Context: an optimization exercise on an open-source flow, tuned for small area, a short achievable clock period and few clock cycles per item. The choices shown serve that exercise and are no tape-out recipe.
Where RTL was checked, it was by simulation tests only, not by an equivalence proof against the original.

## hft_macd_engine_mc
module hft_macd_engine_mc #(
   parameter int N_CH            = 4,
   parameter int PRICE_W         = 32,
   parameter int FRAC_W          = 16,
   parameter int ALPHA_FAST      = 10181,
   parameter int ALPHA_SLOW      = 4854,
   parameter int ALPHA_SIG       = 13107,
   parameter int HYST            = 0,
   parameter int WARMUP_TICKS    = 26,
   parameter int STOP_LOSS_PTS   = 50,
   parameter int TAKE_PROFIT_PTS = 100
) (
   input  logic                              clk,
   input  logic                              reset,
   input  logic                              tick_valid,
   output logic                              tick_ready,
   input  logic [$clog2(N_CH)-1:0]           tick_ch,
   input  logic signed [PRICE_W-1:0]         tick_price,
   input  logic                              trade_en,
   output logic                              order_valid,
   input  logic                              order_ready,
   output logic [$clog2(N_CH)-1:0]           order_ch,
   output logic [1:0]                        order_side,
   output logic signed [PRICE_W-1:0]         order_price
);
Size in the first run: about 77 I/O pins, roughly 100,000 um^2 of cells after synthesis.
Settings: LEC_CHECK=0, ABC_AREA=1, CAP_MARGIN=60, CORE_MARGIN=2, CORE_UTILIZATION=60, SLEW_MARGIN=60, SYNTH_HIERARCHICAL=1; clock period 17.0 ns.
run.sh (not shown) runs the stock make flow with config.mk's settings and CLKGATE_MAP_FILE= SYNTH_SCRIPT=/design/flow/synth_recipe.tcl, a recipe that flattens the netlist after the stock synthesis.
==> next run, changes <==
--- a/flow/design.v
+++ b/flow/design.v
@@ -35,32 +35,29 @@
    logic [WARM_W-1:0]  warm_q  [N_CH];     
    logic [1:0]         pos_q   [N_CH];
    logic [PRICE_W-1:0] entry_q [N_CH];
    logic               rdy_q, qf_q;
    logic               v1_q, v2_q, v3_q;
    logic [CH_W-1:0]    ch1_q, ch2_q, ch3_q;
    logic [PRICE_W-1:0] px1_q, px2_q, px3_q;
    logic               te1_q, te2_q, te3_q;
-   logic [E_W-1:0]     f1n_q, s1n_q, f1_q, s1_q;    
+   logic [E_W-1:0]     f1_q, s1_q;
    logic [WARM_W-1:0]  w1_q;
    logic [E_W-1:0]     f2_q, s2_q;
    logic               first2_q, first3_q, ok2_q, ok3_q;
    logic [M_W+1:0]     m3_3_q;
-   logic [M_W-1:0]     g3n_q, g3_q;
+   logic [M_W-1:0]     g3_q;
    logic [3:0]         fe3_q, fp3_q;
    logic               fwd3_q;
    logic               ov_q;
    logic [CH_W-1:0]    och_q, qch_q;
    logic [1:0]         oside_q, qside_q;
    logic [PRICE_W-1:0] opx_q, qpx_q;
    wire run = !qf_q;
-   assign f1_q = ~f1n_q;
-   assign s1_q = ~s1n_q;
-   assign g3_q = ~g3n_q;
    wire acc = tick_valid && rdy_q;
    assign tick_ready  = rdy_q;
    assign order_valid = ov_q;
    assign order_ch    = och_q;
    assign order_side  = oside_q;
    assign order_price = opx_q;
    logic [63:0]       sf1, ss1;
    logic [E_W-1:0]    fast_n, slow_n;
@@ -148,26 +145,26 @@
             if (run && v1_q && ch1_q == i) warm_q[i] <= warm_n;
             if (run && hit && ch3_q == i) pos_q[i] <= pos_n;
          end
       end
    end
    always_ff @(posedge clk) begin
       if (run) begin
          ch1_q <= tick_ch;  px1_q <= tick_price;  te1_q <= trade_en;
-         f1n_q <= ~(fwd1 ? fast_n : seen0 ? fast_q[tick_ch] : p0);
-         s1n_q <= ~(fwd1 ? slow_n : seen0 ? slow_q[tick_ch] : p0);
+         f1_q  <= fwd1 ? fast_n : seen0 ? fast_q[tick_ch] : p0;
+         s1_q  <= fwd1 ? slow_n : seen0 ? slow_q[tick_ch] : p0;
          w1_q  <= fwd1 ? warm_n : warm_q[tick_ch];
          ch2_q <= ch1_q;    px2_q <= px1_q;       te2_q <= te1_q;
          first2_q <= !seen1; ok2_q <= (warm_n == WARM_MAX);
          f2_q  <= fast_n;   s2_q <= slow_n;
          ch3_q <= ch2_q;    px3_q <= px2_q;       te3_q <= te2_q;
          first3_q <= first2_q; ok3_q <= ok2_q;
          m3_3_q <= m3_2;
-         g3n_q <= ~((v3_q && ch3_q == ch2_q) ? sig_n : first2_q ? '0 : sig_q[ch2_q]);
+         g3_q  <= (v3_q && ch3_q == ch2_q) ? sig_n : first2_q ? '0 : sig_q[ch2_q];
          fe3_q <= fe2;
          fp3_q <= fp2;
          fwd3_q <= v3_q && is_flat && (ch3_q == ch2_q);
       end
    end
    wire pop    = ov_q && order_ready;
    wire neword = run && hit;
    logic qf_n;
Result: The changed run passed the timing, DRC and antenna checks. Register-to-register slack is worse by 0.07 ns. Synthesized cell count fell by 0.40%. Design area came out higher by 0.42%. Global-route usage rises by 0.70 points. Wire length increases by 1.0%.
Testbench counts after the change, summed over its fixed seeds: cycles 24,032, ticks 24,000.
For the first run of this note, only the layout was checked, not whether the RTL still works.

---

Another version of the RTL of hft_macd_engine_mc (not shown whole).
Size in the first run: ~9300 cells after synthesis, roughly 77 I/O pins, ~100000 µm² of cells after synthesis.
==> flow/config.mk <==
export PLATFORM = sky130hd
export DESIGN_NAME = hft_macd_engine_mc
export DESIGN_NICKNAME = hft_macd_engine_mc
export VERILOG_FILES = /design/flow/design.v
export SDC_FILE = /design/flow/constraint.sdc
export NUM_CORES = 4
export LEC_CHECK = 0
export ABC_AREA = 1
export CAP_MARGIN = 60
export CORE_MARGIN = 2
export CORE_UTILIZATION = 60
export SLEW_MARGIN = 60
export SYNTH_HIERARCHICAL = 1
==> flow/constraint.sdc <==
create_clock -name core_clock -period 17.0 [get_ports {clk}]
set_input_delay 3.4000 -clock core_clock [delete_from_list [all_inputs] [get_ports {clk}]]
set_output_delay 3.4000 -clock core_clock [all_outputs]
set_load 0.01 [all_outputs]
Testbench counts at the start, summed over its fixed seeds: cycles 24,040, ticks 24,000.
==> next run, changes <==
--- a/flow/design.v
+++ b/flow/design.v
@@ -35,21 +35,20 @@
    logic [WARM_W-1:0]  warm_q  [N_CH];     
    logic [1:0]         pos_q   [N_CH];
    logic [PRICE_W-1:0] entry_q [N_CH];
    logic               rdy_q, qf_q;
    logic               v0_q, v1_q, v2_q, v3_q;
    logic [CH_W-1:0]    ch0_q, ch1_q, ch2_q, ch3_q;
    logic [PRICE_W-1:0] px0_q, px1_q, px2_q, px3_q;
    logic               te0_q, te1_q, te2_q, te3_q;
    logic [E_W-1:0]     f1_q, s1_q, f1n_q, s1n_q;    
    logic [WARM_W-1:0]  w1_q;
-   logic [E_W-1:0]     f2_q, s2_q;
    logic               first2_q, first3_q, ok2_q, ok3_q;
    logic [M_W+1:0]     m3_3_q;
    logic [M_W-1:0]     g3_q, g3n_q;
    logic [3:0]         fe3_q, fp3_q;
    logic               fwd3_q;
    logic               ov_q;
    logic [CH_W-1:0]    och_q, qch_q;
    logic [1:0]         oside_q, qside_q;
    logic [PRICE_W-1:0] opx_q, qpx_q;
    wire run = !qf_q;
@@ -78,21 +77,21 @@
          seenv[i] = (warm_q[i] != '0);
       end
    end
    wire fwd1  = fwdv[ch0_q];
    wire seen0 = seenv[ch0_q];
    wire [E_W-1:0] p0 = {px0_q, {FRAC_W{1'b0}}};
    logic [M_W+1:0]  m3_2;
    logic [PRICE_W-1:0] e2;
    logic signed [PRICE_W:0] de2, dp2;
    logic [3:0]      fe2, fp2;
-   csa_m3 u_m3 (.f(f2_q), .s(s2_q), .o(m3_2));
+   csa_m3 u_m3 (.f(fast_q[ch2_q]), .s(slow_q[ch2_q]), .o(m3_2));
    assign e2    = entry_q[ch2_q];
    assign de2   = $signed({px2_q[PRICE_W-1], px2_q}) - $signed({e2[PRICE_W-1], e2});
    assign dp2   = $signed({px2_q[PRICE_W-1], px2_q}) - $signed({px3_q[PRICE_W-1], px3_q});
    assign fe2 = {de2 >= TAKE_PROFIT_PTS, de2 <= -TAKE_PROFIT_PTS, de2 >= STOP_LOSS_PTS, de2 <= -STOP_LOSS_PTS};
    assign fp2 = {dp2 >= TAKE_PROFIT_PTS, dp2 <= -TAKE_PROFIT_PTS, dp2 >= STOP_LOSS_PTS, dp2 <= -STOP_LOSS_PTS};
    logic [64:0]        sg3;
    logic [M_W-1:0]     sig_n;
    logic [M_W+2:0]     t3a, t3b;
    logic [M_W+2:0]     xp3, xn3;
    logic [1:0]         p3, pos_n;
@@ -158,21 +157,20 @@
       if (run) begin
          ch0_q <= tick_ch;  px0_q <= tick_price;  te0_q <= trade_en;
          ch1_q <= ch0_q;    px1_q <= px0_q;       te1_q <= te0_q;
          f1_q  <= fwd1 ? fast_n : seen0 ? fast_q[ch0_q] : p0;
          s1_q  <= fwd1 ? slow_n : seen0 ? slow_q[ch0_q] : p0;
          f1n_q <= ~(fwd1 ? fast_n : seen0 ? fast_q[ch0_q] : p0);
          s1n_q <= ~(fwd1 ? slow_n : seen0 ? slow_q[ch0_q] : p0);
          w1_q  <= fwd1 ? warm_n : warm_q[ch0_q];
          ch2_q <= ch1_q;    px2_q <= px1_q;       te2_q <= te1_q;
          first2_q <= !seen1; ok2_q <= (warm_n == WARM_MAX);
-         f2_q  <= fast_n;   s2_q <= slow_n;
          ch3_q <= ch2_q;    px3_q <= px2_q;       te3_q <= te2_q;
          first3_q <= first2_q; ok3_q <= ok2_q;
          m3_3_q <= m3_2;
          g3_q  <= (v3_q && ch3_q == ch2_q) ? sig_n : first2_q ? '0 : sig_q[ch2_q];
          g3n_q <= ~((v3_q && ch3_q == ch2_q) ? sig_n : first2_q ? '0 : sig_q[ch2_q]);
          fe3_q <= fe2;
          fp3_q <= fp2;
          fwd3_q <= v3_q && is_flat && (ch3_q == ch2_q);
       end
    end
Effect:
- The changed run finished clean
- design area went down by 1.0%
- clock-buffer cell count decreases by 10
- routed wire length climbs by 3.4%
- via count grows by 4.2%
- worst setup slack loses 0.15 ns
- synthesized area shrinks by 0.52%
- sequential cell count came out lower by 96
- global-route usage goes up by 1.1 points
- first-iteration DRC count is higher by 3.9%
- synthesized cell count came out higher by 5.1%
- sequential share of layout area falls by 2.2 points
- worst hold slack improved by 0.0067 ns
No functional check of the RTL was part of the second run of this note.

---

hft_macd_engine_mc, a different RTL version from the one above (not shown whole).
Size in the first run: about 9300 cells after synthesis, ~99000 sq um of cells after synthesis.
make LEC_CHECK=0 ABC_AREA=1 CAP_MARGIN=60 CORE_MARGIN=2 CORE_UTILIZATION=60 SLEW_MARGIN=60 SYNTH_HIERARCHICAL=1 finish   # period 17.0 ns
Rerun with:
--- a/flow/design.v
+++ b/flow/design.v
@@ -68,20 +68,27 @@
    logic              seen1;
    csa_fast u_fast (.acc(f1_q), .px(px1_q), .s(sf1));
    csa_slow u_slow (.acc(s1_q), .px(px1_q), .s(ss1));
    always_comb begin
       seen1  = (w1_q != '0);
       fast_n = sf1[63:16];
       slow_n = ss1[63:16];
       warm_n = !seen1 ? WARM_W'(1) : (w1_q == WARM_MAX) ? WARM_MAX : w1_q + 1'b1;
    end
-   wire fwd1 = v1_q && (ch1_q == tick_ch);
-   wire seen0 = (warm_q[tick_ch] != '0);
+   logic [N_CH-1:0] fwdv, seenv;
+   always_comb begin
+      for (int i = 0; i < N_CH; i++) begin
+         fwdv[i]  = v1_q && (ch1_q == i);
+         seenv[i] = (warm_q[i] != '0);
+      end
+   end
+   wire fwd1  = fwdv[tick_ch];
+   wire seen0 = seenv[tick_ch];
    wire [E_W-1:0] p0 = {tick_price, {FRAC_W{1'b0}}};
    logic [M_W+1:0]  m3_2;
    logic [PRICE_W-1:0] e2;
    logic signed [PRICE_W:0] de2, dp2;
    logic [3:0]      fe2, fp2;
    csa_m3 u_m3 (.f(f2_q), .s(s2_q), .o(m3_2));
    assign e2    = entry_q[ch2_q];
    assign de2   = $signed({px2_q[PRICE_W-1], px2_q}) - $signed({e2[PRICE_W-1], e2});
    assign dp2   = $signed({px2_q[PRICE_W-1], px2_q}) - $signed({px3_q[PRICE_W-1], px3_q});
Critical path depth climbs by 6.
Setup slack gains 0.095 ns.
Design area hardly moves.
Clock-buffer cell count goes down by 3.
Non-clock buffer count drops by 9.
Global-route usage went up by 0.67 points.
Clock skew is lower by 0.010 ns.
Testbench counts after the change, summed over its fixed seeds: cycles 24,032, ticks 24,000.
Only the layout flow was run in the first run of this note; the RTL was not checked for function there.

## afterwards: timing with drivers on the ports
The flow's constraints put no driver on any port. The routed layouts listed below were extracted and timed again, unchanged, in two steps. Step 1 sets driving cells, clkbuf_16 on the clock port and buf_2 on the other inputs (assumed; they add their load-dependent delay and slew). Step 2 moves the port delays by t, midway between the first and last clock arrival at a register: inputs arrive t later, outputs are due t later. That takes back most of the time a late clock gives input paths. Slacks: no drivers / after step 1 / after step 2; pairs: no drivers / after step 1.
| run | shift t [ns] | slack for setup (ns) | worst hold slack (ns) | worst setup path after step 2 | cell pins on the clock port's net |
|---|---|---|---|---|---|
| the first run of note 1 | 0.859 | 10.616 / 10.616 / 10.017 | 0.427 / 0.427 / 0.427 | input to register | 1 |
| the second run of note 1 | 0.855 | 10.546 / 10.546 / 10.123 | 0.421 / 0.421 / 0.421 | input to register | 1 |
| the first run of note 2 | 0.899 | 10.936 / 10.936 / 10.936 | 0.416 / 0.416 / 0.416 | register to register | 1 |
| the second run of note 2 | 0.875 | 10.791 / 10.791 / 10.791 | 0.423 / 0.423 / 0.423 | register to register | 1 |
| the first run of note 3 | 0.862 | 10.538 / 10.575 / 9.713 | 0.418 / 0.418 / 0.418 | input to register | 1 |
| the second run of note 3 | 0.874 | 10.633 / 10.633 / 9.943 | 0.420 / 0.420 / 0.420 | input to register | 1 |
After both steps every run listed still meets setup and hold. For the first run of note 3, which loses most, drivers alone change the setup slack by +0.037 ns; drivers and shift together by -0.825 ns.
